From an optimization exercise on the open Yosys and OpenROAD flow, aimed at small area; shortcuts taken in it are not production practice.
Function was checked by simulation only, so behaviour that the tests miss may differ from the original.
Power is estimated from default activity; no workload was simulated.

// lockin_top
module lockin_top (
    input  logic                  clk,
    input  logic                  rst,
    input  lockin_pkg::sample_t   i_in1,
    input  lockin_pkg::sample_t   i_in2,
    input  lockin_pkg::bus_word_t i_sys_addr,
    input  lockin_pkg::bus_word_t i_sys_wdata,
    input  logic                  i_sys_wen,
    input  logic                  i_sys_ren,
    output lockin_pkg::sample_t   o_out1,
    output lockin_pkg::sample_t   o_out2,
    output lockin_pkg::sample_t   o_osc1,
    output lockin_pkg::sample_t   o_osc2,
    output lockin_pkg::bus_word_t o_sys_rdata,
    output logic                  o_sys_err,
    output logic                  o_sys_ack
);
Size in the first run: about 2900 cells after synthesis, about 230 flip-flops, roughly 190 I/O pins.
export LEC_CHECK = 0
export ABC_AREA = 1
export CAP_MARGIN = 20
export CORE_MARGIN = 2
export CORE_UTILIZATION = 60
export CTS_BUF_LIST = sky130_fd_sc_hd__clkbuf_8
export CTS_CLUSTER_DIAMETER = 60
export CTS_CLUSTER_SIZE = 12
export PLACE_DENSITY = 0.7
export SLEW_MARGIN = 20
create_clock -name core_clock -period 10.5 [get_ports {clk}]
standard.sh (not shown) runs the stock make flow with config.mk's settings and CLKGATE_MAP_FILE= SYNTH_SCRIPT=/design/flow/synth_recipe.tcl, a recipe that flattens the netlist after the stock synthesis.
==> flow/flow/run.sh <==
#!/bin/bash
# Standard layout, except that the port buffers are the smallest buffer cell.
set -o pipefail
export BUFFER_PORTS_ARGS="-buffer_cell sky130_fd_sc_hd__buf_1"
bash standard.sh 2>&1 | tee standard.log
The baseline finished clean.
Then changed:
==> flow/run.sh (new file) <==
#!/bin/bash
# synth_recipe.tcl (not shown) runs the flow's synth.tcl, then flattens the netlist and writes it again
# the make line also repeats each setting of config.mk as NAME=value (left out here)
make -C /OpenROAD-flow-scripts/flow DESIGN_CONFIG=/design/flow/config.mk WORK_HOME=/design/flow/orfs CLKGATE_MAP_FILE= SYNTH_SCRIPT=/design/flow/synth_recipe.tcl finish
Settings changed: ABC_AREA 1 to not set, CORE_UTILIZATION 60 to 40, PLACE_DENSITY 0.7 to not set.
removed: flow/flow/run.sh
removed: flow/standard.sh
Result:
- The changed run passed the timing, design-rule and antenna checks
- maximum frequency drops slightly
- clock-buffer cell count is unchanged
- core utilization falls by 19 points
- setup slack degrades by 0.15 ns
- via count shrinks by a few percent
- die area came out higher by well over a third
- power is higher by well over a third
- wire length falls slightly

--- another note on this design; it stands on its own ---

==> 04-07: inputs <==
## lockin_top
module lockin_top (
    input  logic                  clk,
    input  logic                  rst,
    input  lockin_pkg::sample_t   i_in1,
    input  lockin_pkg::sample_t   i_in2,
    input  lockin_pkg::bus_word_t i_sys_addr,
    input  lockin_pkg::bus_word_t i_sys_wdata,
    input  logic                  i_sys_wen,
    input  logic                  i_sys_ren,
    output lockin_pkg::sample_t   o_out1,
    output lockin_pkg::sample_t   o_out2,
    output lockin_pkg::sample_t   o_osc1,
    output lockin_pkg::sample_t   o_osc2,
    output lockin_pkg::bus_word_t o_sys_rdata,
    output logic                  o_sys_err,
    output logic                  o_sys_ack
);
Settings: LEC_CHECK=0, ABC_AREA=1, CAP_MARGIN=20, CORE_MARGIN=2, CORE_UTILIZATION=60, CTS_BUF_LIST=sky130_fd_sc_hd__clkbuf_8, CTS_CLUSTER_DIAMETER=60, CTS_CLUSTER_SIZE=12, PLACE_DENSITY=0.7, SLEW_MARGIN=20; clock period 10.5 ns.
standard.sh (not shown) runs the stock make flow with config.mk's settings and CLKGATE_MAP_FILE= SYNTH_SCRIPT=/design/flow/synth_recipe.tcl, a recipe that flattens the netlist after the stock synthesis.
==> flow/flow/run.sh <==
#!/bin/bash
# Standard layout, except that the port buffers are the smallest buffer cell.
set -o pipefail
export BUFFER_PORTS_ARGS="-buffer_cell sky130_fd_sc_hd__buf_1"
bash standard.sh 2>&1 | tee standard.log
==> 12-27: changes against 04-07 <==
--- a/flow/design.v
+++ b/flow/design.v
@@ -1710,25 +1710,25 @@
             run_q  <= 1'b0;
             hb_q   <= 1'b0;
             hacc   <= '0;
             neg_q  <= 1'b0;
             rect_q <= '0;
             lacc   <= '0;
+            sum_q  <= '0;
+            gain_q <= '0;
         end else begin
             run_q  <= 1'b1;
             hb_q   <= hpd_q;
             hacc   <= hacc_n;
             neg_q  <= ref_neg;
             rect_q <= rect_n;
             lacc   <= lpd_q ? {rect_q, 20'b0} : lacc_n;
+            sum_q  <= sum_n;
+            gain_q <= gain_n;
         end
     end
-    always_ff @(posedge clk) begin
-        sum_q  <= sum_n;
-        gain_q <= gain_n;
-    end
     logic [13:0] sign_t, lp_t;
     assign sign_t = {{13{neg_q}}, run_q};
     assign lp_t   = lacc[33:20];
     logic o1_a, o1_b, o1_g, o2_a, o2_b, o2_g;
     assign o1_a = (o1s_q == 4'd1);
     assign o1_b = (o1s_q == 4'd2);
==> flow/run.sh (new file) <==
#!/bin/bash
# synth_recipe.tcl (not shown) runs the flow's synth.tcl, then flattens the netlist and writes it again
# the make line also repeats each setting of config.mk as NAME=value (left out here)
make -C /OpenROAD-flow-scripts/flow DESIGN_CONFIG=/design/flow/config.mk WORK_HOME=/design/flow/orfs CLKGATE_MAP_FILE= SYNTH_SCRIPT=/design/flow/synth_recipe.tcl finish
removed: flow/flow/run.sh
removed: flow/standard.sh
==> notes.md <==
quantity	04-07	12-27
Run status	timing/DRC/antenna clean	timing/DRC/antenna clean
Count of buffers not belonging to the clock network in the layout	199	191
Overall via count from detail_route	22576	22164
Post-layout util	0.6487	0.6793
Count of cell instances traversed by the critical path	49	51
Drt pass-1 iters	7	9
Slack of the worst reg-to-reg path	0.65 ns	0.60 ns
Detailed placement HPWL	68.09 mm	64.25 mm
Worst Max-Slew Pin Slew	1.152 ns	1.131 ns
Required time of the critical path	11.03 ns	10.99 ns
Multi-input gates	2143	2104
Clock buf/inv share	0.02418	0.02599
Worst Setup Slack, final	0.6525 ns	0.5982 ns
Async SR Flop Fraction	0.7522	0.8761

## re-timing with driven ports
The results above use ideal ports. As a check the final layouts listed here were re-extracted and re-timed, cells and wires unchanged. Step 1, drivers: a clkbuf_16 drives clk and a buf_2 each remaining input, both assumed. Step 2 moves the port delays by t, midway between the first and last clock arrival at a register: inputs arrive t later, outputs are due t later. That takes back most of the time a late clock gives input paths. Three values: no drivers, after step 1, after step 2; two values: the first two.
| run | t (ns) | slack for setup (ns) | worst hold slack (ns) | worst slew at a driven data input, ns |
|---|---|---|---|---|
| the first run of note 1 | 0.678 | 0.675 / 0.675 / 0.675 | 0.500 / 0.500 / 0.500 | 0.06 |
| the second run of note 1 | 0.688 | 0.523 / 0.523 / 0.269 | 0.457 / 0.457 / 0.457 | 0.06 |
| 04-07 | 0.691 | 0.653 / 0.653 / 0.653 | 0.492 / 0.492 / 0.492 | 0.05 |
| 12-27 | 0.695 | 0.598 / 0.598 / 0.598 | 0.497 / 0.497 / 0.497 | 0.06 |
After both steps setup and hold are still met in every run listed. The setup slack of the second run of note 1, which loses most, moves by 0.000 ns with the drivers and by -0.254 ns with both steps.
